From an optimization exercise on the open Yosys and OpenROAD flow, aimed at small area, a short achievable clock period and few clock cycles; shortcuts taken in it are not production practice. At most, simulation tests tie the RTL to the original design; equivalence was not proved. Only the layout flow was run in runs 1 and 4 to 6; the RTL was not checked for function there. Power is estimated from default activity; no workload was simulated.

==> flow/run.sh <==
#!/bin/bash
# The standard layout (the standard.sh, standard synthesis included) with two
# make settings changed:
#  - delay cells are added to the don't-use list, so the port buffers and timing
#    repair use ordinary buffers instead of slow delay buffers;
#  - timing repair may swap a cell for one of another footprint.
# Everything else (floorplan, power grid, tap cells, placement, CTS, routing) is
# the standard flow. The make output goes to flow_make.log in the work folder.
set -euo pipefail
PLATFORM_DONT_USE="sky130_fd_sc_hd__probe_p_8 sky130_fd_sc_hd__probec_p_8 sky130_fd_sc_hd__lpflow_bleeder_1 sky130_fd_sc_hd__lpflow_clkbufkapwr_1 sky130_fd_sc_hd__lpflow_clkbufkapwr_16 sky130_fd_sc_hd__lpflow_clkbufkapwr_2 sky130_fd_sc_hd__lpflow_clkbufkapwr_4 sky130_fd_sc_hd__lpflow_clkbufkapwr_8 sky130_fd_sc_hd__lpflow_clkinvkapwr_1 sky130_fd_sc_hd__lpflow_clkinvkapwr_16 sky130_fd_sc_hd__lpflow_clkinvkapwr_2 sky130_fd_sc_hd__lpflow_clkinvkapwr_4 sky130_fd_sc_hd__lpflow_clkinvkapwr_8 sky130_fd_sc_hd__lpflow_decapkapwr_12 sky130_fd_sc_hd__lpflow_decapkapwr_3 sky130_fd_sc_hd__lpflow_decapkapwr_4 sky130_fd_sc_hd__lpflow_decapkapwr_6 sky130_fd_sc_hd__lpflow_decapkapwr_8 sky130_fd_sc_hd__lpflow_inputiso0n_1 sky130_fd_sc_hd__lpflow_inputiso0p_1 sky130_fd_sc_hd__lpflow_inputiso1n_1 sky130_fd_sc_hd__lpflow_inputiso1p_1 sky130_fd_sc_hd__lpflow_inputisolatch_1 sky130_fd_sc_hd__lpflow_isobufsrc_1 sky130_fd_sc_hd__lpflow_isobufsrc_16 sky130_fd_sc_hd__lpflow_isobufsrc_2 sky130_fd_sc_hd__lpflow_isobufsrc_4 sky130_fd_sc_hd__lpflow_isobufsrc_8 sky130_fd_sc_hd__lpflow_isobufsrckapwr_16 sky130_fd_sc_hd__lpflow_lsbuf_lh_hl_isowell_tap_1 sky130_fd_sc_hd__lpflow_lsbuf_lh_hl_isowell_tap_2 sky130_fd_sc_hd__lpflow_lsbuf_lh_hl_isowell_tap_4 sky130_fd_sc_hd__lpflow_lsbuf_lh_isowell_4 sky130_fd_sc_hd__lpflow_lsbuf_lh_isowell_tap_1 sky130_fd_sc_hd__lpflow_lsbuf_lh_isowell_tap_2 sky130_fd_sc_hd__lpflow_lsbuf_lh_isowell_tap_4"
DELAY_CELLS="sky130_fd_sc_hd__clkdlybuf4s15_1 sky130_fd_sc_hd__clkdlybuf4s15_2 sky130_fd_sc_hd__clkdlybuf4s18_1 sky130_fd_sc_hd__clkdlybuf4s18_2 sky130_fd_sc_hd__clkdlybuf4s25_1 sky130_fd_sc_hd__clkdlybuf4s25_2 sky130_fd_sc_hd__clkdlybuf4s50_1 sky130_fd_sc_hd__clkdlybuf4s50_2 sky130_fd_sc_hd__dlygate4sd1_1 sky130_fd_sc_hd__dlygate4sd2_1 sky130_fd_sc_hd__dlygate4sd3_1 sky130_fd_sc_hd__dlymetal6s2s_1 sky130_fd_sc_hd__dlymetal6s4s_1 sky130_fd_sc_hd__dlymetal6s6s_1"
bash standard.sh "DONT_USE_CELLS=$PLATFORM_DONT_USE $DELAY_CELLS" MATCH_CELL_FOOTPRINT=0 finish > flow_make.log 2>&1
==> standard.sh <==
#!/bin/bash
# synth_recipe.tcl (not shown) runs the flow's synth.tcl, then flattens the netlist and writes it again
# the make line also repeats each setting of config.mk as NAME=value (left out here)
make -C /OpenROAD-flow-scripts/flow DESIGN_CONFIG=/design/flow/config.mk WORK_HOME=/design/flow/orfs CLKGATE_MAP_FILE= SYNTH_SCRIPT=/design/flow/synth_recipe.tcl "${@:-finish}"
==> config.mk <==
export PLATFORM = sky130hd
export DESIGN_NAME = tagctrl_top
export DESIGN_NICKNAME = tagctrl_top
export VERILOG_FILES = /design/flow/design.v
export SDC_FILE = /design/flow/constraint.sdc
export NUM_CORES = 4
export LEC_CHECK = 0
export ABC_AREA = 1
export CAP_MARGIN = 40
export CORE_MARGIN = 2
export CORE_UTILIZATION = 70
export CTS_CLUSTER_DIAMETER = 100
export CTS_CLUSTER_SIZE = 24
export PLACE_DENSITY = 0.72
export SETUP_SLACK_MARGIN = 3.0
export SLEW_MARGIN = 40
export TNS_END_PERCENT = 10
==> constraint.sdc <==
create_clock -name core_clock -period 5.0 [get_ports {clk_i}]
set_input_delay 1.0000 -clock core_clock [delete_from_list [all_inputs] [get_ports {clk_i}]]
set_output_delay 1.0000 -clock core_clock [all_outputs]
set_load 0.01 [all_outputs]
==> design.v <==
package tagctrl_pkg;
  typedef struct packed {
    logic [32-1:0] addr;
    logic                       write;
    logic [64-1:0] wdata;
    logic                       tag;
  } tagctrl_req_t;
  typedef struct packed {
    logic [32-1:0]    addr;
    logic                          write;
    logic [64-1:0]    wdata;
    logic                          tag;          
    logic [8-1:0] tag_idx;
    logic                          err;          
    logic                          stored_tag;   
  } tagctrl_desc_t;
  typedef struct packed {
    logic [32-$clog2(64/8)-1:0] word_addr;
    logic                                                 write;
    logic [64-1:0]                           wdata;
  } tagctrl_mem_req_t;
  typedef struct packed {
    logic [64-1:0] rdata;
  } tagctrl_mem_rsp_t;
  localparam int unsigned DescW   = 32 + 1 + 64 + 1 + 8 + 2;
  localparam int unsigned MemRspW = 64;
  typedef struct packed {
    logic [64-1:0] rdata;
    logic                       tag;
    logic                       write;
    logic                       err;
  } tagctrl_rsp_t;
endpackage
`timescale 1ns/1ps
module tagctrl_stream_fifo #(
  parameter int unsigned Width     = 1,
  parameter int unsigned Depth     = 4
) (
  input  logic     clk_i,
  input  logic     reset_i,
  input  logic     valid_i,
  output logic     ready_o,
  input  logic [Width-1:0] data_i,
  output logic     valid_o,
  input  logic     ready_i,
  output logic [Width-1:0] data_o
);
  localparam int unsigned PtrW = (Depth > 1) ? $clog2(Depth) : 1;
  localparam int unsigned CntW = $clog2(Depth + 1);
  logic [Width-1:0]    mem_q [Depth];
  logic [PtrW-1:0]     wr_ptr_q, rd_ptr_q;
  logic [CntW-1:0]     count_q;
  logic                empty, push, pop;
  assign empty   = (count_q == '0);
  assign ready_o = (count_q != CntW'(Depth));
  assign valid_o = !empty || valid_i;
  assign data_o  = empty ? data_i : mem_q[rd_ptr_q];
  assign push = valid_i && ready_o && !(empty && ready_i);
  assign pop  = !empty && ready_i;
  always_ff @(posedge clk_i) begin
    if (reset_i) begin
      wr_ptr_q <= '0;
      rd_ptr_q <= '0;
      count_q  <= '0;
    end else begin
      if (push) begin
        wr_ptr_q <= (wr_ptr_q == PtrW'(Depth - 1)) ? '0 : wr_ptr_q + 1'b1;
      end
      if (pop) begin
        rd_ptr_q <= (rd_ptr_q == PtrW'(Depth - 1)) ? '0 : rd_ptr_q + 1'b1;
      end
      if (push && !pop) begin
        count_q <= count_q + 1'b1;
      end else if (pop && !push) begin
        count_q <= count_q - 1'b1;
      end
    end
  end
  always_ff @(posedge clk_i) begin
    if (push) begin
      mem_q[wr_ptr_q] <= data_i;
    end
  end
endmodule
`timescale 1ns/1ps
module tagctrl_decode (
  input  logic                      clk_i,
  input  logic                      reset_i,
  input  logic                      req_valid_i,
  input  tagctrl_pkg::tagctrl_req_t req_i,
  output logic                      req_ready_o,
  output logic                      desc_valid_o,
  output tagctrl_pkg::tagctrl_desc_t desc_o,
  input  logic                      desc_ready_i
);
  localparam int unsigned AddrW        = 32;
  localparam int unsigned TagIdxW      = 8;
  localparam int unsigned GranuleBytes = 128 / 8;
  localparam logic [AddrW-1:0] RegionBase = 32'h8000_0000;
  localparam logic [AddrW-1:0] RegionLen  = AddrW'(4096);
  tagctrl_pkg::tagctrl_desc_t desc_d, desc_q;
  logic                       valid_q;
  logic [AddrW-1:0]           offset;
  logic                       in_region;
  always_comb begin
    offset    = req_i.addr - RegionBase;
    in_region = (offset < RegionLen);
    desc_d       = '0;
    desc_d.addr  = req_i.addr;
    desc_d.write = req_i.write;
    desc_d.wdata = req_i.wdata;
    desc_d.tag   = req_i.tag;
    desc_d.err   = !in_region;
    if (in_region) begin
      desc_d.tag_idx = TagIdxW'(offset / GranuleBytes);
    end
  end
  assign req_ready_o = !valid_q || desc_ready_i;
  always_ff @(posedge clk_i) begin
    if (reset_i) begin
      valid_q <= 1'b0;
    end else if (req_ready_o) begin
      valid_q <= req_valid_i;
    end
  end
  always_ff @(posedge clk_i) begin
    if (req_valid_i && req_ready_o) begin
      desc_q <= desc_d;
    end
  end
  assign desc_valid_o = valid_q;
  assign desc_o       = desc_q;
endmodule
`timescale 1ns/1ps
module tagctrl_tag_store (
  input  logic                       clk_i,
  input  logic                       reset_i,
  input  logic                       desc_valid_i,
  input  tagctrl_pkg::tagctrl_desc_t desc_i,
  output logic                       desc_ready_o,
  output logic                       desc_valid_o,
  output tagctrl_pkg::tagctrl_desc_t desc_o,
  input  logic                       desc_ready_i
);
  localparam int unsigned NumTags = (4096 / (128 / 8));
  logic [NumTags-1:0]         tags_q;
  tagctrl_pkg::tagctrl_desc_t desc_q;
  logic                       valid_q;
  logic                       accept;
  logic                       is_read, is_write;
  assign desc_ready_o = !valid_q || desc_ready_i;
  assign accept       = desc_valid_i && desc_ready_o;
  assign is_read  = !desc_i.err && !desc_i.write;
  assign is_write = !desc_i.err && desc_i.write;
  always_ff @(posedge clk_i) begin
    if (reset_i) begin
      valid_q <= 1'b0;
      tags_q  <= '0;
    end else begin
      if (desc_ready_o) begin
        valid_q <= desc_valid_i;
      end
      if (accept && is_write) begin
        tags_q[desc_i.tag_idx] <= desc_i.tag;
      end
    end
  end
  always_ff @(posedge clk_i) begin
    if (accept) begin
      desc_q            <= desc_i;
      desc_q.stored_tag <= is_read ? tags_q[desc_i.tag_idx] : 1'b0;
    end
  end
  assign desc_valid_o = valid_q;
  assign desc_o       = desc_q;
endmodule
`timescale 1ns/1ps
module tagctrl_mem_issue (
  input  logic                          desc_valid_i,
  input  tagctrl_pkg::tagctrl_desc_t    desc_i,
  output logic                          desc_ready_o,
  output logic                          mem_req_valid_o,
  output tagctrl_pkg::tagctrl_mem_req_t mem_req_o,
  input  logic                          mem_req_ready_i,
  output logic                          fifo_valid_o,
  output tagctrl_pkg::tagctrl_desc_t    fifo_desc_o,
  input  logic                          fifo_ready_i
);
  localparam int unsigned AddrW    = 32;
  localparam int unsigned WordOffW = $clog2(64 / 8);
  logic needs_mem;
  logic mem_ok;
  assign needs_mem = !desc_i.err;
  assign mem_ok    = !needs_mem || mem_req_ready_i;
  assign mem_req_valid_o = desc_valid_i && needs_mem && fifo_ready_i;
  assign fifo_valid_o = desc_valid_i && mem_ok;
  assign desc_ready_o = fifo_ready_i && mem_ok;
  always_comb begin
    mem_req_o           = '0;
    mem_req_o.word_addr = desc_i.addr[AddrW-1:WordOffW];
    mem_req_o.write     = desc_i.write;
    mem_req_o.wdata     = desc_i.wdata;
  end
  assign fifo_desc_o = desc_i;
endmodule
`timescale 1ns/1ps
module tagctrl_resp_merge (
  input  logic                          desc_valid_i,
  input  tagctrl_pkg::tagctrl_desc_t    desc_i,
  output logic                          desc_ready_o,
  input  logic                          mem_valid_i,
  input  tagctrl_pkg::tagctrl_mem_rsp_t mem_i,
  output logic                          mem_ready_o,
  output logic                          rsp_valid_o,
  output tagctrl_pkg::tagctrl_rsp_t     rsp_o,
  input  logic                          rsp_ready_i
);
  logic is_read;
  logic done;
  assign is_read = !desc_i.write && !desc_i.err;
  assign rsp_valid_o = desc_valid_i && (!is_read || mem_valid_i);
  assign done        = rsp_valid_o && rsp_ready_i;
  assign desc_ready_o = done;
  assign mem_ready_o  = done && is_read;
  always_comb begin
    rsp_o       = '0;
    rsp_o.write = desc_i.write;
    rsp_o.err   = desc_i.err;
    if (is_read) begin
      rsp_o.rdata = mem_i.rdata;
      rsp_o.tag   = desc_i.stored_tag;
    end
  end
endmodule
`timescale 1ns/1ps
module tagctrl_top #(
  parameter int unsigned RdDepth = 5,    
  parameter int unsigned DqDepth = 11    
) (
  input  logic                          clk_i,
  input  logic                          reset_i,
  input  logic                          req_valid_i,
  input  logic [31:0]                   req_addr_i,
  input  logic                          req_write_i,
  input  logic [63:0]                   req_wdata_i,
  input  logic                          req_tag_i,
  output logic                          req_ready_o,
  output logic                          rsp_valid_o,
  output logic [63:0]                   rsp_rdata_o,
  output logic                          rsp_tag_o,
  output logic                          rsp_write_o,
  output logic                          rsp_err_o,
  input  logic                          rsp_ready_i,
  output logic                          mem_req_valid_o,
  output logic [28:0]                   mem_req_addr_o,
  output logic                          mem_req_write_o,
  output logic [63:0]                   mem_req_wdata_o,
  input  logic                          mem_req_ready_i,
  input  logic                          mem_rsp_valid_i,
  input  logic [63:0]                   mem_rsp_rdata_i
);
  localparam int unsigned RdPtrW = (RdDepth > 1) ? $clog2(RdDepth) : 1;
  logic        rdy_q;                  
  logic        sv_q;                   
  logic [8:0]  s_a;                    
  logic        s_w, s_t, s_iw;
  logic [63:0] s_d;
  logic        hv_q;                   
  logic [8:0]  h_a;                    
  logic [63:0] h_d;
  logic        h_w;
  logic        h_t, h_iw, h_wc;        
  logic        mv_q;                   
  logic        h_cr;                   
  logic        take, in_iw, h_leave, h_free;
  logic        n_v, n_iw, n_w;         
  logic        rd_wait, grant, cr_ok, mv_d;
  logic [DqDepth-1:0] qv_q;            
  logic               q_push, q_pop, q_space, q_space_d;
  assign in_iw = (req_addr_i[31:12] == 20'h80000);
  assign take  = req_valid_i && rdy_q;
  assign q_space = q_space_d;
  assign h_leave = hv_q && (h_iw ? (mv_q && mem_req_ready_i) : (q_space && (h_wc || h_cr)));
  assign h_free  = !hv_q || h_leave;
  always_comb begin
    if (sv_q) begin
      n_v  = 1'b1;
      n_iw = s_iw;
      n_w  = s_w;
    end else begin
      n_v  = take;
      n_iw = in_iw;
      n_w  = req_write_i;
    end
  end
  assign q_space_d = !qv_q[DqDepth-3];
  logic [RdDepth-1:0] cr_q;            
  logic               release_rd;      
  logic               release_err;     
  assign release_err = h_leave && !h_iw && !h_wc;
  assign cr_ok   = !cr_q[RdDepth-1] || release_rd || release_err;
  assign rd_wait = h_free ? (n_v && !n_w) : (hv_q && !h_wc && !h_cr);
  assign grant   = rd_wait && cr_ok && q_space_d;
  always_comb begin
    if (h_free) mv_d = n_v && n_iw && (n_w ? q_space_d : grant);
    else        mv_d = mv_q || (hv_q && h_iw && (h_wc ? q_space_d : grant));
  end
  always_ff @(posedge clk_i) begin
    if (h_free) h_cr <= grant;
    else        h_cr <= h_cr || grant;
  end
  always_ff @(posedge clk_i) begin
    if (reset_i) begin
      cr_q <= '0;
    end else begin
      case ({grant, release_rd, release_err})
        3'b100:         cr_q <= {cr_q[RdDepth-2:0], 1'b1};
        3'b010, 3'b001: cr_q <= {1'b0, cr_q[RdDepth-1:1]};
        3'b011:         cr_q <= {2'b00, cr_q[RdDepth-1:2]};
        3'b111:         cr_q <= {1'b0, cr_q[RdDepth-1:1]};
        default:        cr_q <= cr_q;
      endcase
    end
  end
  logic [255:0] tags_q;
  logic [15:0]  h_hi, h_lo;
  logic [7:0]   n_idx;
  logic [15:0]  n_hi, n_lo;
  logic         h_wr, h_rd;            
  logic [15:0]  w_grp;                 
  logic [15:0]  grp_tag_q;             
  assign n_idx = sv_q ? s_a[8:1] : req_addr_i[11:4];
  always_comb begin
    for (int j = 0; j < 16; j++) begin
      n_hi[j] = (n_idx[7:4] == 4'(j));
      n_lo[j] = (n_idx[3:0] == 4'(j));
    end
  end
  always_ff @(posedge clk_i) begin
    if (h_free) begin
      h_hi <= n_hi;
      h_lo <= n_lo;
    end
  end
  assign h_wr  = hv_q && h_iw && h_wc;
  assign h_rd  = h_iw && !h_wc;
  assign w_grp = h_hi & {16{h_wr}};
  always_ff @(posedge clk_i) begin
    for (int i = 0; i < 256; i++) begin
      if (reset_i) begin
        tags_q[i] <= 1'b0;
      end else if (w_grp[i/16] && h_lo[i%16]) begin
        tags_q[i] <= h_t;
      end
    end
  end
  always_ff @(posedge clk_i) begin
    for (int j = 0; j < 16; j++) begin
      grp_tag_q[j] <= h_rd && h_hi[j] && |(tags_q[16*j +: 16] & h_lo);
    end
  end
  logic [DqDepth-1:0] qe_q, qw_q, qt_q;   
  logic               new_e, new_w, new_t;
  logic               dh_v, dh_e, dh_w, dh_t, dh_rd;
  logic               p_v, p_e, p_w;      
  always_ff @(posedge clk_i) begin
    if (reset_i) p_v <= 1'b0;
    else         p_v <= h_leave;
  end
  always_ff @(posedge clk_i) begin
    p_e <= !h_iw;
    p_w <= h_wc;
  end
  assign q_push = p_v;
  assign new_e  = p_e;
  assign new_w  = p_w;
  assign new_t  = !p_e && !p_w && |grp_tag_q;
  assign dh_v  = qv_q[0];
  assign dh_e  = qe_q[0];
  assign dh_w  = qw_q[0];
  assign dh_t  = qt_q[0];
  assign dh_rd = !dh_e && !dh_w;
  always_ff @(posedge clk_i) begin
    for (int k = 0; k < DqDepth; k++) begin
      if (q_pop) begin
        if (k < DqDepth - 1 && qv_q[k+1]) begin
          qe_q[k] <= qe_q[k+1];
          qw_q[k] <= qw_q[k+1];
          qt_q[k] <= qt_q[k+1];
        end else begin
          qe_q[k] <= new_e;
          qw_q[k] <= new_w;
          qt_q[k] <= new_t;
        end
      end else if (!qv_q[k]) begin
        qe_q[k] <= new_e;
        qw_q[k] <= new_w;
        qt_q[k] <= new_t;
      end
    end
  end
  logic [63:0]        rd_mem [RdDepth];
  logic [RdDepth-1:0] fv_q;
  logic [RdPtrW-1:0]  fwp_q, frp_q;
  logic               f_ne_q;          
  logic               f_push, f_pop;
  always_ff @(posedge clk_i) begin
    for (int k = 0; k < RdDepth; k++) begin
      if (!fv_q[k]) rd_mem[k] <= mem_rsp_rdata_i;
    end
  end
  logic        ov_q;
  logic [63:0] o_rdata;
  logic        o_tag, o_write, o_err;
  logic        o_free, o_load, o_next;
  assign o_free     = !ov_q || rsp_ready_i;
  assign o_next     = dh_v && (!dh_rd || f_ne_q || mem_rsp_valid_i);
  assign o_load     = o_free && o_next;
  assign q_pop      = o_load;
  assign release_rd = o_load && dh_rd;
  assign f_pop      = o_load && dh_rd && f_ne_q;
  assign f_push     = mem_rsp_valid_i && !(o_load && dh_rd && !f_ne_q);
  always_ff @(posedge clk_i) begin
    if (reset_i) begin
      o_rdata <= '0;
      o_tag   <= 1'b0;
      o_write <= 1'b0;
      o_err   <= 1'b0;
    end else if (o_free) begin
      o_rdata <= !dh_rd ? 64'd0 : (f_ne_q ? rd_mem[frp_q] : mem_rsp_rdata_i);
      o_tag   <= dh_t;
      o_write <= dh_w;
      o_err   <= dh_e;
    end
  end
  logic sv_d;
  assign sv_d = sv_q ? !h_free : (take && !h_free);
  always_ff @(posedge clk_i) begin
    if (reset_i) begin
      rdy_q  <= 1'b1;
      sv_q   <= 1'b0;
      hv_q   <= 1'b0;
      mv_q   <= 1'b0;
      ov_q   <= 1'b0;
      qv_q   <= '0;
      fv_q   <= '0;
      fwp_q  <= '0;
      frp_q  <= '0;
      f_ne_q <= 1'b0;
    end else begin
      rdy_q <= !sv_d;
      sv_q  <= sv_d;
      if (h_free) hv_q <= n_v;
      mv_q  <= mv_d;
      if (o_free) ov_q <= o_next;
      if (q_push && !q_pop)      qv_q <= {qv_q[DqDepth-2:0], 1'b1};
      else if (q_pop && !q_push) qv_q <= {1'b0, qv_q[DqDepth-1:1]};
      if (f_push) begin
        fv_q[fwp_q] <= 1'b1;
        fwp_q       <= (fwp_q == RdPtrW'(RdDepth - 1)) ? '0 : fwp_q + 1'b1;
      end
      if (f_pop) begin
        fv_q[frp_q] <= 1'b0;
        frp_q       <= (frp_q == RdPtrW'(RdDepth - 1)) ? '0 : frp_q + 1'b1;
      end
      if (f_pop) f_ne_q <= fv_q[(frp_q == RdPtrW'(RdDepth - 1)) ? '0 : frp_q + 1'b1] || f_push;
      else       f_ne_q <= f_ne_q || f_push;
    end
  end
  always_ff @(posedge clk_i) begin
    if (!sv_q) begin
      s_a  <= req_addr_i[11:3];
      s_w  <= req_write_i;
      s_d  <= req_wdata_i;
      s_t  <= req_tag_i;
      s_iw <= in_iw;
    end
  end
  always_ff @(posedge clk_i) begin
    if (reset_i) begin
      h_a <= '0;
      h_w <= 1'b0;
      h_d <= '0;
    end else if (h_free) begin
      if (sv_q) begin
        h_a <= s_a;
        h_w <= s_w;
        h_d <= s_d;
      end else begin
        h_a <= req_addr_i[11:3];
        h_w <= req_write_i;
        h_d <= req_wdata_i;
      end
    end
  end
  always_ff @(posedge clk_i) begin
    if (h_free) begin
      if (sv_q) begin
        h_wc  <= s_w;
        h_t   <= s_t;
        h_iw  <= s_iw;
      end else begin
        h_wc  <= req_write_i;
        h_t   <= req_tag_i;
        h_iw  <= in_iw;
      end
    end
  end
  assign req_ready_o     = rdy_q;
  assign mem_req_valid_o = mv_q;
  assign mem_req_addr_o  = {20'h80000, h_a};
  assign mem_req_write_o = h_w;
  assign mem_req_wdata_o = h_d;
  assign rsp_valid_o     = ov_q;
  assign rsp_rdata_o     = o_rdata;
  assign rsp_tag_o       = o_tag;
  assign rsp_write_o     = o_write;
  assign rsp_err_o       = o_err;
endmodule
==> results of run 1 <==
## state kept, by name (all words and copies together), names as in the netlist, 16 cells and up
name,flops
o_rdata,64
s_d,64
grp_tag_q,16
h_lo,16
rd_mem,320
tags_q,256
h_d,64
h_hi,16
## layer usage
layer	global-route usage	vias to the layer above	wire length, um
li1	-	13700	-
met1	0.492	14700	39800
met2	0.622	1841	51300
met3	0.0812	376	11300
met4	0.181	6	4900
met5	0	-	38
## worst min-delay path, delay by kind of cell (launching register included)
kind            cells  cell delay [ps]
flops               1              320
simple gates        1               60
compound gates      1               50
## final cells by class
| class | count | area (um2) | area share |
|---|---|---|---|
| clock buffer | 69 | 1190 | 0.0299 |
| timing repair inverter | 1 | 11.3 | 0.000282 |
| multi-input combinational | 2428 | 12500 | 0.312 |
| timing repair buffer | 434 | 2580 | 0.0646 |
| clock inverter | 3 | 55.1 | 0.00138 |
| sequential | 914 | 22000 | 0.550 |
| inverter | 176 | 771 | 0.0193 |
| tap | 680 | 851 | 0.0213 |
| antenna | 10 | 25.0 | 0.000626 |
## worst min path at each step
stage / cells after the start / slack, ps / from / endpoint
global placement: 2 / 440 / s_t$_DFF_P_ / s_t$_DFF_P_
CTS: 2 / 470 / s_t$_DFF_P_ / s_t$_DFF_P_
floorplan: 2 / 420 / s_t$_DFF_P_ / s_t$_DFF_P_
finish: 2 / 470 / o_rdata[10]$_SDFFE_PP0P_ / o_rdata[10]$_SDFFE_PP0P_
detailed placement: 2 / 450 / s_t$_DFF_P_ / s_t$_DFF_P_
global route: 2 / 480 / o_rdata[59]$_SDFFE_PP0P_ / o_rdata[59]$_SDFFE_PP0P_
## timing repair
action | CTS | global route
buffers inserted | 43 | 29
pin swaps | 7 | 2
gates resized for setup | 70 | 362
cloned | 7 | 2
setup endpoints to repair | 794 | 793
## stage by stage
step / hold WS (ps) / cell area [um2] / power, mW / util / setup slack [ps]
after floorplan: 418 / 36300 / 9.47 / - / 2770
after global placement: 441 / 37200 / 10.0 / 0.726 / 1340
after detailed placement: 445 / 37400 / 10.1 / 0.730 / 1410
after CTS: 467 / 39200 / 14.0 / 0.766 / 2650
after global routing: 483 / 40000 / 14.6 / 0.781 / 2810
final: 471 / 40000 / 14.2 / 0.781 / 2860
## cells by family (layout without fill, tap and decap cells)
kind of cell             count (synthesis)  count (layout)  share of synthesized area
adder cells (fa/ha/maj)                 13              13                    0.00450
other                                    2              30                   0.000208
AND/OR/NAND/NOR                       1319            1324                      0.166
buffers and inverters                  486             683                     0.0571
AO/OA/AOI/OAI                         1070            1070                      0.166
flip-flops                             914             914                      0.606
multiplexers                             1               1                   0.000277
## cell usage after synthesis, drive strengths merged
cell type | count | share of area
ha | 13 | 0.0045
inv | 169 | 0.018
conb | 2 | 0.00021
dfxtp | 556 | 0.31
edfxtp | 358 | 0.30
nor3 | 1 | 0.00014
clkinv | 7 | 0.00097
buf | 83 | 0.015
nand2 | 722 | 0.078
a21o | 1 | 0.00021
nor2 | 84 | 0.0098
a41oi | 12 | 0.0029
and2 | 1 | 0.00017
nand3b | 1 | 0.00021
nor4 | 9 | 0.0016
o21ai | 475 | 0.066
a211oi | 6 | 0.0012
a221oi | 61 | 0.015
nand4 | 78 | 0.014
nand3 | 349 | 0.049
o221ai | 64 | 0.016
a22o | 23 | 0.0056
o31ai | 2 | 0.00042
clkbuf | 227 | 0.024
or2 | 73 | 0.013
o22ai | 1 | 0.00017
and3 | 1 | 0.00017
mux2i | 1 | 0.00028
o211ai | 1 | 0.00021
a21oi | 424 | 0.059
## power groups by stage
stage	Clock (mW)	Combinational, mW	Sequential (mW)
2_1_floorplan	0	0.893	8.57
3_3_place_gp	0	1.41	8.61
3_5_place_dp	0	1.49	8.63
4_1_cts	4.02	1.56	8.46
5_1_grt	4.27	1.85	8.48
6_report	4.02	1.77	8.44
## cells in the final DEF, fill, tap and decap left out, drive strengths merged, types with 61 or more instances in the layout
cell and n:
a21oi 424, a221oi 61, buf 322, clkbuf 181, dfxtp 556, edfxtp 358, inv 156, nand2 722
nand3 351, nand4 78, nor2 87, o21ai 475, o221ai 64, or2 73
==> flow_summary.yaml, run 1 <==
sta:
  hold_viol_final: 0
  fmax_ghz: 0.467
  setup_viol: 0
  period_needed_ps: 2140
  fin_setup_tns_ps: 0
  slew_headroom: 0.379
  rsz0062_at_grt: "true"
  post-route-period-util: 0.429
  finalClockSkew_ps: 30.0
  slew_viol_final: 0
  tightest_slew_ps: 931
job:
  drv_cap: 0
synth:
  synth_area_um2: 36100
  syn_inst: 3805
  yosys_warnings: 6
  synth_seq_cells: 914
  ys_types: 46
  syn_area_per_cell_um2: 9.49
  seq_area_frac_synth: 0.606
setup_path:
  critPathBufInv: 1
  worst_setup_path_end_kind: "primary output"
  cp.depth: 1
  cp-startpoint: "o_rdata[36]$_SDFFE_PP0P_"
  criticalPathCategory: "flip-flop to primary output"
  crit_chain: "clkbuf_2"
  regToRegSetupSlack_ps: 2910
  critical_path_arrival_ps: 1140
  endpoint: "rsp_rdata_o[36]"
  r2r-end: "grp_tag_q[12]$_DFF_P_"
  start_kind: "flip-flop"
  worst_r2r_path_depth: 5
  required_ps: 4000
  path_max_fanout: 2
  cp_slowest_cell: "dfxtp_1"
  critPathTopFamily: "flip-flops"
  cpPeakStageDelay_ps: 370
  regToRegStartpoint: "h_lo[4]$_DFFE_PN_"
global_route:
  grt_pass1_wl_mm: 160
  grt_start_max_net_pins: 116
  grt_pass1_vias: 29100
  gr-total-overflow: 0
  grt_use_total: 0.382
  antenna_found_initial: 10
pwr:
  swShare: 0.275
  clock_power_share: 0.283
  vdd_ir_drop_max_uv: 502
  switching_power_mw: 3.91
  p_per_area_nw_per_um2: 356
  p_int_mw: 10.3
  pwr-share-comb: 0.124
  leakagePower_nw: 14.8
  p_seq_frac: 0.593
die:
  ios: 332
  die_h_um: 231
  coreArea_um2: 51200
  initial_core_util: 0.705
  die_w_um: 231
  core.rowCount: 83
  die-area_um2: 53400
route:
  routed_wl_mm: 107
  via_count: 30700
  ant_nets: 0
  drt-vias-per-instance: 6.51
  first_pass_iters: 7
  drc_errors: 0
  post_drt_wl_per_cell_um: 22.7
  first_iter_violations: 4539
cts:
  cts_max_path_buffers: 3
  cts_tree: "done"
  cts.sinks: 914
  cts_buffers: 44
  clkLatencyLatePin_ps: 630
  cts.htree.levels: 2
  path_clk_slew_ps: 90
  holdBufCountCts: 0
  root_buffer: "clkbuf_16"
outcome:
  status: "finished clean"
placed_design:
  portBuffers: 308
  globalplace.congestion: 0.873
  dp_cells: 4549
  dp_hpwl_mm: 59.2
cells_and_area:
  nets: 4180
  area_growth_pct: 10.7
  drive_gt1_frac: 0.141
  fillCellCount: 3428
  fin_cells: 4715
worst_hold_path:
  hp-class: "flip-flop to flip-flop"
==> run 2: changes to the inputs <==
--- a/design.v
+++ b/design.v
@@ -234,8 +234,8 @@
 endmodule
 `timescale 1ns/1ps
 module tagctrl_top #(
-  parameter int unsigned RdDepth = 5,    
-  parameter int unsigned DqDepth = 11    
+  parameter int unsigned RdDepth = 4,    
+  parameter int unsigned DqDepth = 10    
 ) (
   input  logic                          clk_i,
   input  logic                          reset_i,
@@ -345,12 +345,15 @@
   assign h_wr  = hv_q && h_iw && h_wc;
   assign h_rd  = h_iw && !h_wc;
   assign w_grp = h_hi & {16{h_wr}};
+  logic [15:0] t_grp, t_lo;
+  logic        t_val;
+  assign t_grp = w_grp | {16{reset_i}};
+  assign t_lo  = h_lo | {16{reset_i}};
+  assign t_val = h_t && !reset_i;
   always_ff @(posedge clk_i) begin
     for (int i = 0; i < 256; i++) begin
-      if (reset_i) begin
-        tags_q[i] <= 1'b0;
-      end else if (w_grp[i/16] && h_lo[i%16]) begin
-        tags_q[i] <= h_t;
+      if (t_grp[i/16] && t_lo[i%16]) begin
+        tags_q[i] <= t_val;
       end
     end
   end
--- a/config.mk
+++ b/config.mk
@@ -6,12 +6,12 @@
 export NUM_CORES = 4
 export LEC_CHECK = 0
 export ABC_AREA = 1
-export CAP_MARGIN = 40
+export CAP_MARGIN = 20
 export CORE_MARGIN = 2
 export CORE_UTILIZATION = 70
 export CTS_CLUSTER_DIAMETER = 100
 export CTS_CLUSTER_SIZE = 24
 export PLACE_DENSITY = 0.72
 export SETUP_SLACK_MARGIN = 3.0
-export SLEW_MARGIN = 40
+export SLEW_MARGIN = 20
 export TNS_END_PERCENT = 10
==> run 2 against run 1 <==
Compared with the run above:
- still clean
- first-iteration DRC count is 44% lower
- sequential power decreased by 0.6%
- global-route usage is 4.3 points lower
- clock power decreased by 6.7%
- fmax is 2.7% lower
- sequential share of layout area grew 8.1 points
- clock skew fell by 3.3 ps
- power decreased by 3.2%
- register-to-register slack got worse by 80 ps
- routed wire length fell by 23%
- synthesized cell count decreased by 25%
- via count down 25%
- largest cell class unchanged
- largest power group unchanged
==> flow_summary.yaml, run 2 <==
outcome:
  status: "finished clean"
synth:
  synth_top_area_frac: 0.510
  yosys-top-cells-area: "edfxtp_1, dfxtp_1, nand2_1"
  syn_area_per_cell_um2: 11.3
  ys_types: 42
  yosys-top-cells-count: "edfxtp_1, nand2_1, nor2_1"
  seq_area_frac_synth: 0.691
  synth_edf_count: 550
  synth_seq_cells: 842
  synthFlopType: "edfxtp_1"
  yosys_warnings: 6
  synth_area_um2: 32400
  syn_inst: 2859
  async_flop_share: 0
  synth_top_area_cell: "edfxtp_1"
  yosysMostFrequentCell: "edfxtp_1"
die:
  coreArea_um2: 45500
  die-area_um2: 48000
  initial_core_util: 0.712
  ios: 332
  core.rowCount: 78
  die_w_um: 219
  die_h_um: 219
setup_path:
  worst_setup_path_end_kind: "primary output"
  critPathTopFamily: "flip-flops"
  start_kind: "flip-flop"
  cp-startpoint: "h_d[14]$_SDFFE_PP0N_"
  critPathBufInv: 1
  r2r-end: "grp_tag_q[5]$_DFF_P_"
  cp_slowest_cell: "dfxtp_1"
  critical_path_arrival_ps: 1200
  criticalPathCategory: "flip-flop to primary output"
  required_ps: 4000
  path_max_fanout: 2
  cpPeakStageDelay_ps: 350
  worst_r2r_path_depth: 5
  crit_chain: "buf_1"
  regToRegStartpoint: "h_lo[10]$_DFFE_PN_"
  regToRegSetupSlack_ps: 2830
cts:
  cts.sinks: 842
  cts_buffers: 41
  cts_tree: "done"
  clkLatencyLatePin_ps: 610
  cts.htree.levels: 2
  path_clk_slew_ps: 100
  cts_max_path_buffers: 3
  root_buffer: "clkbuf_16"
cells_and_area:
  utilization: 0.779
  final_common_cell: "edfxtp_1"
  area_growth_pct: 9.52
  nets: 3262
  layout_common_cells: "edfxtp_1, nand2_1, nor2_1, buf_1"
  fin_cells: 3711
  biggestRegsByFlops: "rd_mem x256, tags_q x256"
  drive_gt1_frac: 0.0849
  antennaDiodeCount: 0
global_route:
  grt_busiest_layer: "met2"
  gr-total-overflow: 0
  antenna_found_initial: 1
  use_met2: 0.580
  met3_usage: 0.0595
  grt_pass1_wl_mm: 123
  grt_use_total: 0.339
  use_met1: 0.443
  grt_start_max_net_pins: 81
  grt_pass1_vias: 22000
sta:
  tightest_slew_ps: 1140
  setup_viol: 0
  fin_setup_tns_ps: 0
  rsz0062_at_grt: "true"
  finalClockSkew_ps: 26.7
  period_needed_ps: 2200
  slew_headroom: 0.238
  slew_viol_final: 0
  post-route-period-util: 0.441
  hold_viol_final: 0
  fmax_ghz: 0.454
route:
  routed_wl_mm: 82.6
  drc_errors: 0
  via_count: 23100
  post_drt_wl_per_cell_um: 22.3
  first_pass_iters: 6
  first_iter_violations: 2547
  ant_nets: 0
  drt-vias-per-instance: 6.22
placed_design:
  globalplace.congestion: 0.842
  portBuffers: 308
  dp_cells: 3608
  dp_hpwl_mm: 45.8
pwr:
  vdd_ir_drop_max_uv: 333
  p_per_area_nw_per_um2: 389
  leakagePower_nw: 12.9
  total_power_mw: 13.8
worst_hold_path:
  whs_endpoint: "o_rdata[51]$_SDFFE_PP0P_"
  whs_path_depth: 2
  worstHoldStart: "o_rdata[51]$_SDFFE_PP0P_"
  hp-class: "flip-flop to flip-flop"
job:
  drv_cap: 0
-- run 2: cell families after synthesis --
group                    synth area share
AND/OR/NAND/NOR                     0.108
buffers and inverters              0.0450
flip-flops                          0.691
multiplexers                     0.000309
AO/OA/AOI/OAI                       0.151
adder cells (fa/ha/maj)           0.00464
other                            0.000232
-- run 2: area by class of cell --
| class | instances | area, um2 |
|---|---|---|
| clock inverter | 2 | 38.8 |
| sequential | 842 | 22400 |
| clock buffer | 70 | 1180 |
| tap | 600 | 751 |
| inverter | 131 | 518 |
| fill | 2951 | 10000 |
| multi-input combinational | 1689 | 8830 |
| timing repair buffer | 375 | 1740 |
| timing repair inverter | 2 | 13.8 |
-- run 2: where the power goes --
group	switching [mW]	internal, mW	leakage [nW]
sequential	0.296	8.09	8.00
clock	2.12	1.64	0.578
combinational	1.18	0.456	4.33
-- run 2: how the worst max path moves through the flow --
| stage | to | slack, ps | depth (start not counted) |
|---|---|---|---|
| 2_1_floorplan | tags_q[0]$_DFFE_PP_ | 1100 | 3 |
| 3_3_place_gp | tags_q[87]$_DFFE_PP_ | 1810 | 4 |
| 3_5_place_dp | tags_q[88]$_DFFE_PP_ | 1700 | 4 |
| 4_1_cts | mem_req_wdata_o[46] | 2760 | 1 |
| 5_1_grt | mem_req_wdata_o[4] | 2750 | 1 |
| 6_report | mem_req_wdata_o[14] | 2800 | 1 |
-- run 2: worst min-delay path: stages (launching register included) --
cell,delay [ps]
dfxtp_1,320
nand2_1,60
a21oi_1,50
-- run 2: metal layers --
layer	vias to the layer above	wire length, um	part of all wire
met5	-	12	0.00015
met4	2	2750	0.033
met1	11200	30300	0.37
met3	175	8590	0.10
li1	10500	-	-
met2	1241	41000	0.50
-- run 2: repair_timing --
item | 4_1_cts | 5_1_grt
hold buffers | 0 | 0
cloned | 2 | 2
pin swaps | 3 | 0
buffers inserted | 21 | 5
setup endpoints to repair | 925 | 788
resized for setup | 53 | 17
-- run 2: metrics by stage --
stage / setup WS (ps) / instance area, um2 / hold WS, ps
after floorplan: 1100 / 32500 / 418
final: 2800 / 35400 / 469
after detailed placement: 1700 / 33800 / 452
after CTS: 2760 / 35300 / 470
after global routing: 2750 / 35400 / 488
after global placement: 1810 / 33700 / 432
Testbench counts of run 2, summed over its fixed seeds: cycles 15,692.
==> run 3: changes to the inputs <==
--- a/config.mk
+++ b/config.mk
@@ -6,12 +6,12 @@
 export NUM_CORES = 4
 export LEC_CHECK = 0
 export ABC_AREA = 1
-export CAP_MARGIN = 20
+export CAP_MARGIN = 40
 export CORE_MARGIN = 2
 export CORE_UTILIZATION = 70
 export CTS_CLUSTER_DIAMETER = 100
 export CTS_CLUSTER_SIZE = 24
 export PLACE_DENSITY = 0.72
 export SETUP_SLACK_MARGIN = 3.0
-export SLEW_MARGIN = 20
+export SLEW_MARGIN = 40
 export TNS_END_PERCENT = 10
==> run 3 against run 2 <==
Compared with the run above:
- clock power about the same
- non-clock buffer count up 10
- register-to-register slack better by 110 ps
- critical path type unchanged
- largest power group unchanged
==> flow_summary.yaml, run 3 <==
sta:
  period_needed_ps: 2110
  slew_headroom: 0.473
  fin_setup_tns_ps: 0
  finalClockSkew_ps: 25.4
  setup_viol: 0
  hold_viol_final: 0
  tightest_slew_ps: 789
  slew_viol_final: 0
  post-route-period-util: 0.421
  fmax_ghz: 0.475
  rsz0062_at_grt: "true"
synth:
  yosys-top-cells-count: "edfxtp_1, nand2_1, nor2_1"
  synth_seq_cells: 842
  yosysMostFrequentCell: "edfxtp_1"
  synth_top_area_frac: 0.510
  yosys_warnings: 6
  synth_area_um2: 32400
  seq_area_frac_synth: 0.691
  yosys-top-cells-area: "edfxtp_1, dfxtp_1, nand2_1"
  ys_types: 42
  syn_inst: 2859
  synthFlopType: "edfxtp_1"
  synth_top_area_cell: "edfxtp_1"
  syn_area_per_cell_um2: 11.3
  async_flop_share: 0
  synth_edf_count: 550
route:
  ant_nets: 0
  routed_wl_mm: 81.2
  first_pass_iters: 6
  first_iter_violations: 2663
  drc_errors: 0
  via_count: 23000
  drt-vias-per-instance: 6.19
  post_drt_wl_per_cell_um: 21.8
cells_and_area:
  antennaDiodeCount: 0
  drive_gt1_frac: 0.152
  nets: 3271
  fin_cells: 3718
  final_common_cell: "edfxtp_1"
  area_growth_pct: 11.8
  multiInputGateArea_um2: 8870
  fillCellCount: 2817
  biggestRegsByFlops: "rd_mem x256, tags_q x256"
  seqCellArea_um2: 22500
  layout_common_cells: "edfxtp_1, nand2_1, nor2_1, a21oi_1, o21ai_0"
die:
  die-area_um2: 48000
  coreArea_um2: 45500
  die_w_um: 219
  initial_core_util: 0.712
  core.rowCount: 78
  die_h_um: 219
  ios: 332
cts:
  cts_max_path_buffers: 3
  clkLatencyLatePin_ps: 610
  path_clk_slew_ps: 90
  root_buffer: "clkbuf_16"
  cts.sinks: 842
  cts_buffers: 41
  cts_tree: "done"
  holdBufCountCts: 0
  cts.htree.levels: 2
setup_path:
  worst_r2r_path_depth: 7
  critical_path_arrival_ps: 1110
  cp_slowest_cell: "dfxtp_1"
  start_kind: "flip-flop"
  critPathTopFamily: "flip-flops"
  required_ps: 4000
  cp.depth: 1
  criticalPathCategory: "flip-flop to primary output"
  path_max_fanout: 2
  critPathBufInv: 1
  crit_chain: "clkbuf_2"
  worst_setup_path_end_kind: "primary output"
  cpPeakStageDelay_ps: 360
job:
  drv_cap: 0
global_route:
  grt_pass1_vias: 21700
  antenna_found_initial: 1
  grt_use_total: 0.327
  grt_start_max_net_pins: 160
  gr-total-overflow: 0
  grt_pass1_wl_mm: 120
pwr:
  p_per_area_nw_per_um2: 383
  vdd_ir_drop_max_uv: 355
  leakagePower_nw: 13.5
outcome:
  status: "finished clean"
placed_design:
  dp_hpwl_mm: 46.8
  dp_cells: 3616
  globalplace.congestion: 0.842
  portBuffers: 308
worst_hold_path:
  hp-class: "flip-flop to flip-flop"
  whs_path_depth: 2
[run 3: cell types whose count changed in the layout (fill, tap and decap cells not counted), sizes merged]
cell,delta
buf,-55
clkinvlp,-1
inv,-2
nor2,+1
clkinv,+1
clkbuf,+63
[run 3: final timing paths]
kind,start,endpoint,slack [ps]
max,h_d[35]$_SDFFE_PP0N_,mem_req_wdata_o[35],2890
min,o_rdata[39]$_SDFFE_PP0P_,o_rdata[39]$_SDFFE_PP0P_,470
max reg2reg,frp_q[0]$_SDFFE_PP0P_,o_rdata[60]$_SDFFE_PP0P_,2940
min reg2reg,o_rdata[39]$_SDFFE_PP0P_,o_rdata[39]$_SDFFE_PP0P_,470
[run 3: what timing repair did]
action	CTS	global route
pin swaps	5	1
setup buffers	6	22
cloned	2	1
resized for setup	61	361
endpoints found under the setup margin	662	520
[run 3: kinds of logic (layout without fill, tap and decap cells)]
logic type	after synthesis	in the layout	synth area share
fa+ha+maj	12	12	0.00464
mux	1	1	0.000309
flops	842	842	0.691
other cells	2	20	0.000232
simple gates	846	848	0.108
compound gates	809	809	0.151
buf+inv	347	586	0.0450
[run 3: area by class of cell]
| cell class | count | area share |
|---|---|---|
| Sequential cell | 842 | 0.621 |
| Multi-Input combinational cell | 1690 | 0.245 |
| Inverter | 131 | 0.0144 |
| Clock inverter | 2 | 0.00107 |
| Tap cell | 600 | 0.0208 |
| Timing Repair Buffer | 385 | 0.0650 |
| Clock buffer | 68 | 0.0323 |
[run 3: power by group]
part	leakage, nW	switching, mW	total (mW)	internal (mW)
Clock	0.575	2.10	3.73	1.63
Combinational	4.89	1.21	1.74	0.530
Sequential	8.03	0.283	8.39	8.10
[run 3: layer usage]
layer	share of wire	vias up	global-route usage
li1	-	10500	-
met1	0.38	11200	0.435
met2	0.50	1138	0.556
met3	0.095	164	0.0542
met4	0.031	2	0.107
met5	0.00016	-	0
[run 3: through the flow]
| step | area, um2 | utilization | power (mW) | setup WS, ps | hold WS, ps |
|---|---|---|---|---|---|
| floorplan | 32500 | - | 9.43 | 1100 | 418 |
| finish | 36200 | 0.795 | 13.9 | 2890 | 469 |
| CTS | 35400 | 0.779 | 13.7 | 2840 | 470 |
| global route | 36200 | 0.795 | 14.3 | 2850 | 482 |
| detailed placement | 34100 | 0.749 | 10.1 | 1830 | 454 |
| global placement | 33700 | 0.741 | 9.99 | 1810 | 432 |
==> run 4: changes to the inputs <==
--- a/design.v
+++ b/design.v
@@ -423,6 +423,15 @@
   assign release_rd = o_load && dh_rd;
   assign f_pop      = o_load && dh_rd && f_ne_q;
   assign f_push     = mem_rsp_valid_i && !(o_load && dh_rd && !f_ne_q);
+  logic [RdDepth-1:0] o_sel_f;
+  logic               o_sel_m;
+  logic [63:0]        o_data;
+  always_comb begin
+    for (int k = 0; k < RdDepth; k++) o_sel_f[k] = dh_rd && f_ne_q && (frp_q == RdPtrW'(k));
+    o_sel_m = dh_rd && !f_ne_q;
+    o_data  = {64{o_sel_m}} & mem_rsp_rdata_i;
+    for (int k = 0; k < RdDepth; k++) o_data = o_data | ({64{o_sel_f[k]}} & rd_mem[k]);
+  end
   always_ff @(posedge clk_i) begin
     if (reset_i) begin
       o_rdata <= '0;
@@ -430,7 +439,7 @@
       o_write <= 1'b0;
       o_err   <= 1'b0;
     end else if (o_free) begin
-      o_rdata <= !dh_rd ? 64'd0 : (f_ne_q ? rd_mem[frp_q] : mem_rsp_rdata_i);
+      o_rdata <= o_data;
       o_tag   <= dh_t;
       o_write <= dh_w;
       o_err   <= dh_e;
==> run 4 against run 3 <==
Compared with the run above:
- clock power grew 1%
- global-route usage grew 1.3 points
- first-iteration DRC count grew 2.4%
- core utilization shrank 0.68 points
- fmax shrank 1.5%
- die area shrank 0.63%
- largest cell class unchanged
- critical endpoint is now rsp_rdata_o[40]
- sequential power is essentially flat
- still clean
- synthesized cell count shrank 1.4%
- power is essentially flat
- combinational power shrank 2%
==> flow_summary.yaml, run 4 <==
cells_and_area:
  area_growth_pct: 11.3
  drive_gt1_frac: 0.118
  biggestRegsByFlops: "rd_mem x256, tags_q x256"
  fillCellCount: 2888
  design_area_um2: 35800
  layout_common_cells: "edfxtp_1, nand2_1, nor2_1, o21ai_0, dfxtp_1"
  nets: 3277
  final_common_cell: "edfxtp_1"
cts:
  cts_buffers: 41
  cts.sinks: 842
  cts_tree: "done"
  clkLatencyLatePin_ps: 610
  cts_max_path_buffers: 3
  root_buffer: "clkbuf_16"
  cts.htree.levels: 2
  path_clk_slew_ps: 90
route:
  post_drt_wl_per_cell_um: 22.3
  drt-vias-per-instance: 6.23
  first_pass_iters: 8
  first_iter_violations: 2726
  drc_errors: 0
  ant_nets: 0
  routed_wl_mm: 83.1
  via_count: 23200
die:
  die_h_um: 218
  die-area_um2: 47700
  ios: 332
  coreArea_um2: 45400
  initial_core_util: 0.709
  core.rowCount: 78
  die_w_um: 218
synth:
  synth-compound-area-share: 0.133
  synthAdderAreaFrac: 0.00506
  ys_types: 42
  yosys-top-cells-area: "edfxtp_1, dfxtp_1, o21ai_0"
  synth_top_area_cell: "edfxtp_1"
  yosysMostFrequentCell: "edfxtp_1"
  synth_top_family_by_area: "compound AO/OA/AOI/OAI gates"
  syn_area_per_cell_um2: 11.4
  synth-xor-area-share: 0
  synthSimpleGateAreaFrac: 0.115
  synth_seq_cells: 842
  async_flop_share: 0
  synth_top_area_frac: 0.514
  syn_inst: 2818
  synth_edf_count: 550
  synthMuxAreaShare: 0.00249
  yosys-top-cells-count: "edfxtp_1, nand2_1, nor2_1"
  synthFlopType: "edfxtp_1"
  seq_area_frac_synth: 0.695
  yosys_warnings: 6
  synth_area_um2: 32200
setup_path:
  start_kind: "flip-flop"
  worst_setup_path_end_kind: "primary output"
  path_max_fanout: 2
  r2r-end: "grp_tag_q[9]$_DFF_P_"
  cp-startpoint: "o_rdata[40]$_SDFFE_PP0P_"
  cp.depth: 1
  critPathBufInv: 1
  worst_r2r_path_depth: 5
  cpPeakStageDelay_ps: 340
  critical_path_arrival_ps: 1140
  endpoint: "rsp_rdata_o[40]"
  criticalPathCategory: "flip-flop to primary output"
  crit_chain: "buf_1"
  required_ps: 4000
  regToRegStartpoint: "h_lo[2]$_DFFE_PN_"
  critPathTopFamily: "flip-flops"
  regToRegSetupSlack_ps: 2870
  cp_slowest_cell: "dfxtp_1"
placed_design:
  place_area_um2: 33700
  dp_hpwl_mm: 48.3
  globalplace.congestion: 0.847
  portBuffers: 308
job:
  drv_cap: 0
sta:
  slew_viol_final: 0
  setup_viol: 0
  finalClockSkew_ps: 19.9
  period_needed_ps: 2140
  post-route-period-util: 0.428
  slew_headroom: 0.412
  rsz0062_at_grt: "true"
  fin_setup_tns_ps: 0
  fmax_ghz: 0.467
  hold_viol_final: 0
  timing.hold.ws_ps: 469
  tightest_slew_ps: 882
global_route:
  antenna_found_initial: 3
  grt_use_total: 0.340
  grt_pass1_vias: 22200
  grt_pass1_wl_mm: 123
  gr-total-overflow: 0
  grt_start_max_net_pins: 111
pwr:
  vdd_ir_drop_max_uv: 342
  leakagePower_nw: 13.4
  p_per_area_nw_per_um2: 387
worst_hold_path:
  hp-class: "flip-flop to flip-flop"
outcome:
  status: "finished clean"
run 4: cell count changes in the layout (fill, tap and decap cells not counted), moves of 46 or more:
cell	previous run	this run
dfxtp_2	83	22
a41oi_1	15	80
o211ai_1	65	0
inv_1	116	162
dfxtp_1	207	268
a21oi_1	286	169
run 4: what timing repair did:
item	in CTS	in global routing
pin swaps	7	3
gates cloned	8	1
setup buffers	13	32
hold buffers	0	0
setup endpoints to repair	910	611
resized for setup	51	177
run 4: worst min path at each step:
stage | start | endpoint | slack, ps | depth (start not counted)
6_report | s_t$_DFF_P_ | s_t$_DFF_P_ | 470 | 2
5_1_grt | h_w$_SDFFE_PP0N_ | h_w$_SDFFE_PP0N_ | 500 | 2
4_1_cts | s_t$_DFF_P_ | s_t$_DFF_P_ | 470 | 2
3_5_place_dp | s_t$_DFF_P_ | s_t$_DFF_P_ | 450 | 2
3_3_place_gp | s_t$_DFF_P_ | s_t$_DFF_P_ | 440 | 2
2_1_floorplan | h_wc$_DFFE_PN_ | p_w$_DFF_P_ | 410 | 0
run 4: logic make-up after synthesis:
kind of cell,Yosys count
other cells,2
flops,842
fa+ha+maj,13
compound gates,703
simple gates,874
buf+inv,376
mux,8
run 4: report_power, final:
| group | switching (mW) | internal [mW] | leakage [nW] |
|---|---|---|---|
| sequential | 0.295 | 8.10 | 8.01 |
| combinational | 1.19 | 0.510 | 4.78 |
| clock | 2.13 | 1.64 | 0.580 |
run 4: through the flow:
step	cells	setup WS [ps]	utilization	total power, mW
3_3_place_gp	3596	1770	0.741	9.97
2_1_floorplan	2836	988	-	9.42
4_1_cts	3693	2810	0.777	13.7
5_1_grt	3730	2820	0.789	14.3
6_report	3730	2860	0.789	13.9
3_5_place_dp	3598	1940	0.744	10.1
run 4: area by class of cell:
| class | count | area (um2) | share of cell area |
|---|---|---|---|
| Tap cell | 600 | 751 | 0.0210 |
| Timing Repair Buffer | 409 | 2050 | 0.0574 |
| Clock inverter | 2 | 38.8 | 0.00108 |
| Timing Repair inverter | 1 | 5.00 | 0.000140 |
| Clock buffer | 72 | 1180 | 0.0331 |
| Sequential cell | 842 | 22400 | 0.626 |
| Antenna cell | 3 | 7.51 | 0.000210 |
| Multi-Input combinational cell | 1626 | 8670 | 0.242 |
| Inverter | 175 | 684 | 0.0191 |
run 4: routing by layer:
metal,track usage,wire length (um),vias up
met1,0.451,31200,11200
met4,0.147,3450,0
met5,0,0,-
met3,0.0665,8410,248
met2,0.552,40000,1340
li1,-,-,10400
==> run 5: changes to the inputs <==
--- a/config.mk
+++ b/config.mk
@@ -14,4 +14,4 @@
 export PLACE_DENSITY = 0.72
 export SETUP_SLACK_MARGIN = 3.0
 export SLEW_MARGIN = 40
-export TNS_END_PERCENT = 10
+export TNS_END_PERCENT = 30
==> run 5 against run 4 <==
Compared with the run above:
- still clean on timing, DRC and antenna
- final cell count up 0.51%
- synthesized area stayed put
- combinational power increased by 7%
- first-iteration DRC count rose by 2.8%
- clock-buffer cell count is the same
- core utilization increased by 2.4 points
- largest cell class unchanged
==> flow_summary.yaml, run 5 <==
global_route:
  grt_use_total: 0.341
  grt_pass1_wl_mm: 124
  grt_pass1_vias: 22200
  gr-total-overflow: 0
  antenna_found_initial: 3
  grt_start_max_net_pins: 111
route:
  routed_wl_mm: 84.8
  first_pass_iters: 7
  ant_nets: 0
  via_count: 23300
  post_drt_wl_per_cell_um: 22.6
  drc_errors: 0
  first_iter_violations: 2803
  drt-vias-per-instance: 6.23
synth:
  ys_types: 42
  yosysMostFrequentCell: "edfxtp_1"
  syn_area_per_cell_um2: 11.4
  synth_seq_cells: 842
  synthFlopType: "edfxtp_1"
  yosys_warnings: 6
  synth_area_um2: 32200
  synth_top_area_cell: "edfxtp_1"
  synth_top_area_frac: 0.514
  synth_edf_count: 550
  seq_area_frac_synth: 0.695
  yosys-top-cells-area: "edfxtp_1, dfxtp_1, o21ai_0"
  async_flop_share: 0
  syn_inst: 2818
  yosys-top-cells-count: "edfxtp_1, nand2_1, nor2_1"
sta:
  fmax_ghz: 0.477
  tightest_slew_ps: 809
  slew_viol_final: 0
  rsz0062_at_grt: "true"
  finalClockSkew_ps: 16.2
  fin_setup_tns_ps: 0
  setup_viol: 0
  slew_headroom: 0.460
  post-route-period-util: 0.420
  hold_viol_final: 0
  period_needed_ps: 2100
cells_and_area:
  layout_common_cells: "edfxtp_1, nand2_1, nor2_1, o21ai_0, buf_1"
  biggestRegsByFlops: "rd_mem x256, tags_q x256"
  multiInputGateArea_um2: 8650
  fillCellCount: 2674
  seqCellArea_um2: 22500
  design_area_um2: 36900
  drive_gt1_frac: 0.172
  area_growth_pct: 14.7
  nets: 3296
  final_common_cell: "edfxtp_1"
cts:
  cts.htree.levels: 2
  path_clk_slew_ps: 100
  cts_tree: "done"
  cts_max_path_buffers: 3
  clkLatencyLatePin_ps: 600
  root_buffer: "clkbuf_16"
  holdBufCountCts: 0
  cts.sinks: 842
  cts_buffers: 41
die:
  coreArea_um2: 45400
  die_w_um: 218
  die_h_um: 218
  die-area_um2: 47700
  initial_core_util: 0.709
  core.rowCount: 78
  ios: 332
setup_path:
  criticalPathCategory: "flip-flop to primary output"
  critPathTopFamily: "flip-flops"
  cp_slowest_cell: "dfxtp_4"
  critPathBufInv: 1
  cpPeakStageDelay_ps: 370
  critical_path_arrival_ps: 1100
  cp.depth: 1
  crit_chain: "buf_6"
  path_max_fanout: 2
  start_kind: "flip-flop"
  worst_r2r_path_depth: 6
  worst_setup_path_end_kind: "primary output"
  required_ps: 4000
outcome:
  status: "finished clean"
job:
  drv_cap: 0
placed_design:
  place_area_um2: 33700
  portBuffers: 308
  dp_hpwl_mm: 48.3
  globalplace.congestion: 0.847
worst_hold_path:
  hp-class: "flip-flop to flip-flop"
  whs_path_depth: 2
pwr:
  vdd_ir_drop_max_uv: 332
  total_power_mw: 14.0
  leakagePower_nw: 13.8
  p_per_area_nw_per_um2: 381
-- run 5: cell counts after synthesis --
No cell type changed its count.
-- run 5: layer usage --
metal / share of wire / track usage / up-vias
met5: 0 / 0 / -
met4: 0.043 / 0.148 / 0
met3: 0.10 / 0.0657 / 271
met2: 0.48 / 0.553 / 1382
met1: 0.37 / 0.453 / 11200
li1: - / - / 10400
-- run 5: logic make-up (layout without fill, tap and decap cells) --
| family | after synthesis | in the layout | synth area share |
|---|---|---|---|
| AOI/OAI and AO/OA | 703 | 703 | 0.133 |
| DFF | 842 | 842 | 0.695 |
| buffers and inverters | 376 | 678 | 0.0488 |
| and+or+nand+nor | 874 | 882 | 0.115 |
| other | 2 | 23 | 0.000234 |
| adders and majority gates | 13 | 13 | 0.00506 |
| muxes | 8 | 8 | 0.00249 |
-- run 5: timing repair --
action	in CTS	in global routing
buffers inserted	16	48
pin swaps	7	1
resized for setup	58	702
endpoints found under the setup margin	910	600
cloned	8	1
-- run 5: final cells by class --
class / count / area share
Antenna cell: 3 / 0.000204
Clock buffer: 72 / 0.0321
Clock inverter: 2 / 0.00105
Inverter: 175 / 0.0186
Multi-Input combinational cell: 1626 / 0.235
Sequential cell: 842 / 0.612
Tap cell: 600 / 0.0204
Timing Repair Buffer: 428 / 0.0813
Timing Repair inverter: 1 / 0.000204
-- run 5: worst paths after layout --
path | from | to | slack [ps]
setup / recovery | ov_q$_SDFFE_PP0P_ | rsp_valid_o | 2900
hold / removal | s_t$_DFF_P_ | s_t$_DFF_P_ | 470
setup reg to reg | h_iw$_DFFE_PN_ | h_a[3]$_SDFFE_PP0N_ | 2960
hold reg to reg | s_t$_DFF_P_ | s_t$_DFF_P_ | 470
-- run 5: where the power goes --
part,internal (mW),leakage (nW),switching (mW)
logic,0.619,5.20,1.20
clock network,1.64,0.580,2.14
registers,8.11,8.06,0.315
-- run 5: worst register-to-register path, stage by stage (launching register included) --
cell and delay [ps]:
edfxtp_1 430, nand3_1 370, nand3_4 240, buf_2 210, buf_8 370, o21ai_0 180
a21oi_1 160
-- run 5: through the flow --
stage / cells / util / hold slack, ps / setup WS, ps
finish: 3749 / 0.813 / 468 / 2900
global route: 3749 / 0.813 / 527 / 2790
CTS: 3696 / 0.778 / 472 / 2810
detailed placement: 3598 / 0.744 / 449 / 1940
global placement: 3596 / 0.741 / 437 / 1770
floorplan: 2836 / - / 412 / 988
==> run 6: changes to the inputs <==
--- a/design.v
+++ b/design.v
@@ -347,9 +347,13 @@
   assign w_grp = h_hi & {16{h_wr}};
   logic [15:0] t_grp, t_lo;
   logic        t_val;
-  assign t_grp = w_grp | {16{reset_i}};
-  assign t_lo  = h_lo | {16{reset_i}};
-  assign t_val = h_t && !reset_i;
+  logic        rst_q;
+  always_ff @(posedge clk_i) begin
+    rst_q <= reset_i;
+  end
+  assign t_grp = w_grp | {16{rst_q}};
+  assign t_lo  = h_lo | {16{rst_q}};
+  assign t_val = h_t && !rst_q;
   always_ff @(posedge clk_i) begin
     for (int i = 0; i < 256; i++) begin
       if (t_grp[i/16] && t_lo[i%16]) begin
--- a/config.mk
+++ b/config.mk
@@ -14,4 +14,4 @@
 export PLACE_DENSITY = 0.72
 export SETUP_SLACK_MARGIN = 3.0
 export SLEW_MARGIN = 40
-export TNS_END_PERCENT = 30
+export TNS_END_PERCENT = 10
==> run 6 against run 5 <==
Compared with the run above:
- still clean on timing, DRC and antenna
- register-to-register slack got worse by 97 ps
- global-route usage increased by 0.22 points
- clock power about the same
- sequential cell count increased by 1
- hold slack improved by 11 ps
- critical path depth increased by 2
- final cell count increased by 0.43%
- largest cell class unchanged
- largest power group unchanged
==> flow_summary.yaml, run 6 <==
cts:
  cts_max_path_buffers: 3
  cts.sinks: 843
  holdBufCountCts: 0
  root_buffer: "clkbuf_16"
  cts.htree.levels: 2
  path_clk_slew_ps: 90
  cts_buffers: 41
  cts_tree: "done"
  clkLatencyLatePin_ps: 600
setup_path:
  worst_r2r_path_depth: 3
  critical_path_arrival_ps: 2480
  path_max_fanout: 9
  required_ps: 5340
  worst_setup_path_end_kind: "flip-flop"
  criticalPathCategory: "flip-flop to flip-flop"
  regToRegSetupSlack_ps: 2860
  cp-startpoint: "h_lo[7]$_DFFE_PN_"
  regToRegStartpoint: "h_lo[7]$_DFFE_PN_"
  start_kind: "flip-flop"
  r2r-end: "tags_q[119]$_DFFE_PP_"
global_route:
  grt_pass1_vias: 22200
  grt_busiest_layer: "met2"
  use_met2: 0.569
  met3_usage: 0.0681
  use_met1: 0.452
  grt_use_total: 0.343
  antenna_found_initial: 3
  grt_pass1_wl_mm: 124
  grt_start_max_net_pins: 178
  gr-total-overflow: 0
sta:
  period_needed_ps: 2140
  setup_viol: 0
  timing.hold.ws_ps: 480
  post-route-period-util: 0.427
  layout_setup_ws_ps: 2860
  hold_viol_final: 0
  slew_headroom: 0.391
  fin_setup_tns_ps: 0
  finalClockSkew_ps: 21.8
  fmax_ghz: 0.468
  slew_viol_final: 0
  tightest_slew_ps: 913
  rsz0062_at_grt: "true"
die:
  coreArea_um2: 45400
  initial_core_util: 0.709
  ios: 332
  die-area_um2: 47700
  die_h_um: 218
  core.rowCount: 78
  die_w_um: 218
cells_and_area:
  layout_common_cells: "edfxtp_1, nand2_1, nor2_1, o21ai_0, dfxtp_1"
  final_common_cell: "edfxtp_1"
  fin_cells: 3765
  biggestRegsByFlops: "rd_mem x256, tags_q x256"
  drive_gt1_frac: 0.142
  area_growth_pct: 11.6
  multiInputGateArea_um2: 8800
  seqCellArea_um2: 22400
  nets: 3313
  fillCellCount: 2856
placed_design:
  portBuffers: 308
  dp_hpwl_mm: 47.6
  globalplace.congestion: 0.848
  dp_slack_ps: 1710
  dp_cells: 3612
synth:
  synth_top_area_frac: 0.513
  synth_seq_cells: 843
  synthAdderAreaFrac: 0.00506
  synth_area_um2: 32200
  async_flop_share: 0
  ys_types: 37
  seq_area_frac_synth: 0.696
  yosysMostFrequentCell: "edfxtp_1"
  synth_top_area_cell: "edfxtp_1"
  synth-compound-area-share: 0.122
  yosys-top-cells-count: "edfxtp_1, nand2_1, nor2_1"
  synth_edf_count: 550
  syn_area_per_cell_um2: 11.3
  synth-xor-area-share: 0
  yosys-top-cells-area: "edfxtp_1, dfxtp_1, nand2_1"
  synthMuxAreaShare: 0.00249
  yosys_warnings: 6
  synthSimpleGateAreaFrac: 0.130
  synthFlopType: "edfxtp_1"
  syn_inst: 2844
  synth_top_family_by_area: "simple AND/OR/NAND/NOR gates"
worst_hold_path:
  hp-class: "flip-flop to flip-flop"
  whs_path_depth: 2
  worstHoldStart: "s_t$_DFF_P_"
  whs_endpoint: "s_t$_DFF_P_"
route:
  first_pass_iters: 6
  routed_wl_mm: 83.9
  ant_nets: 0
  post_drt_wl_per_cell_um: 22.3
  drt-vias-per-instance: 6.14
  first_iter_violations: 2657
  via_count: 23100
  drc_errors: 0
pwr:
  leakagePower_nw: 13.7
  vdd_ir_drop_max_uv: 461
  p_per_area_nw_per_um2: 387
job:
  drv_cap: 0
outcome:
  status: "finished clean"
[run 6: worst max path at each step]
stage | endpoint | depth (start not counted) | slack [ps]
CTS | rsp_valid_o | 1 | 2850
finish | tags_q[119]$_DFFE_PP_ | 3 | 2860
global placement | qv_q[0]$_SDFFE_PP0P_ | 8 | 1730
global route | mem_req_wdata_o[37] | 1 | 2840
detailed placement | qv_q[0]$_SDFFE_PP0P_ | 8 | 1710
floorplan | tags_q[0]$_DFFE_PP_ | 3 | 1810
[run 6: cells by family (layout without fill, tap and decap cells)]
| kind of cell | Yosys count | in the layout |
|---|---|---|
| flops | 843 | 843 |
| compound gates | 642 | 642 |
| simple gates | 992 | 1000 |
| buf+inv | 344 | 635 |
| mux | 8 | 8 |
| fa+ha+maj | 13 | 13 |
| other cells | 2 | 24 |
[run 6: layout make-up]
cell class / instances / area share
inverters: 138 / 0.0153
clock inverters: 2 / 0.00108
repair inverters: 1 / 0.000139
well taps: 600 / 0.0209
clock buffers: 70 / 0.0328
repair buffers: 424 / 0.0591
diodes: 4 / 0.000279
flip-flops and latches: 843 / 0.625
multi-input cells: 1683 / 0.245
[run 6: per-stage QoR]
step / cell area (um2) / power (mW) / util
floorplan: 32300 / 9.43 / -
global placement: 33600 / 9.98 / 0.740
detailed placement: 33700 / 10.1 / 0.742
CTS: 35300 / 13.8 / 0.777
global route: 35900 / 14.3 / 0.791
finish: 35900 / 13.9 / 0.791
[run 6: worst max-delay path: stages (launching register included)]
cell and delay, ps:
edfxtp_1 690, nor2_2 550, clkbuf_2 500, nor2_1 120
[run 6: what timing repair did]
item | in CTS | in global routing
setup endpoints to repair | 906 | 707
gates resized for setup | 130 | 164
endpoints found under the hold margin | 0 | 0
gates cloned | 6 | 3
setup buffers | 10 | 57
pin swaps | 5 | 12
[run 6: where the power goes]
| group | internal (mW) | total, mW | switching [mW] |
|---|---|---|---|
| logic | 0.519 | 1.71 | 1.19 |
| clock network | 1.64 | 3.77 | 2.13 |
| registers | 8.10 | 8.41 | 0.309 |
[run 6: metal layers]
| layer | vias up | part of all wire | routed length (um) |
|---|---|---|---|
| li1 | 10500 | - | - |
| met1 | 11200 | 0.37 | 31400 |
| met2 | 1203 | 0.49 | 41300 |
| met3 | 207 | 0.099 | 8330 |
| met4 | 2 | 0.034 | 2860 |
| met5 | - | 0.00015 | 13 |

-- port drivers added, routing unchanged --
No port has a modelled driver above. Below, the same layouts with a new extraction and two added sets of constraints. Step 1 (the two cells are an assumption about what drives the block):
set clk [get_ports {clk_i}]
set_driving_cell -lib_cell sky130_fd_sc_hd__clkbuf_16 $clk
set_driving_cell -lib_cell sky130_fd_sc_hd__buf_2 [delete_from_list [all_inputs] $clk]
Step 2, shift: input delay + t, output delay - t, t = (earliest + latest rising clock arrival at the registers) / 2. This alone moves slack from input paths to output paths. a / b / c = no drivers / after step 1 / after step 2; a / b = the first two.
| run | t, ns | slack for setup (ns) | worst hold slack (ns) | worst slew at a driven data input, ns | pins driven straight from the clock port |
|---|---|---|---|---|---|
| run 1 | 0.678 | 2.857 / 2.793 / 2.218 | 0.471 / 0.471 / 0.471 | 0.13 | 1 |
| run 2 | 0.659 | 2.797 / 2.734 / 2.216 | 0.469 / 0.469 / 0.469 | 0.09 | 1 |
| run 3 | 0.655 | 2.893 / 2.833 / 2.385 | 0.469 / 0.469 / 0.469 | 0.08 | 1 |
| run 4 | 0.641 | 2.860 / 2.817 / 2.245 | 0.469 / 0.469 / 0.469 | 0.10 | 1 |
| run 5 | 0.640 | 2.902 / 2.859 / 2.233 | 0.468 / 0.468 / 0.468 | 0.11 | 1 |
| run 6 | 0.654 | 2.863 / 2.817 / 2.432 | 0.480 / 0.480 / 0.480 | 0.09 | 1 |
After both steps setup and hold are still met in every run listed. For run 5, which loses most, drivers alone change the setup slack by -0.043 ns; drivers and shift together by -0.669 ns.
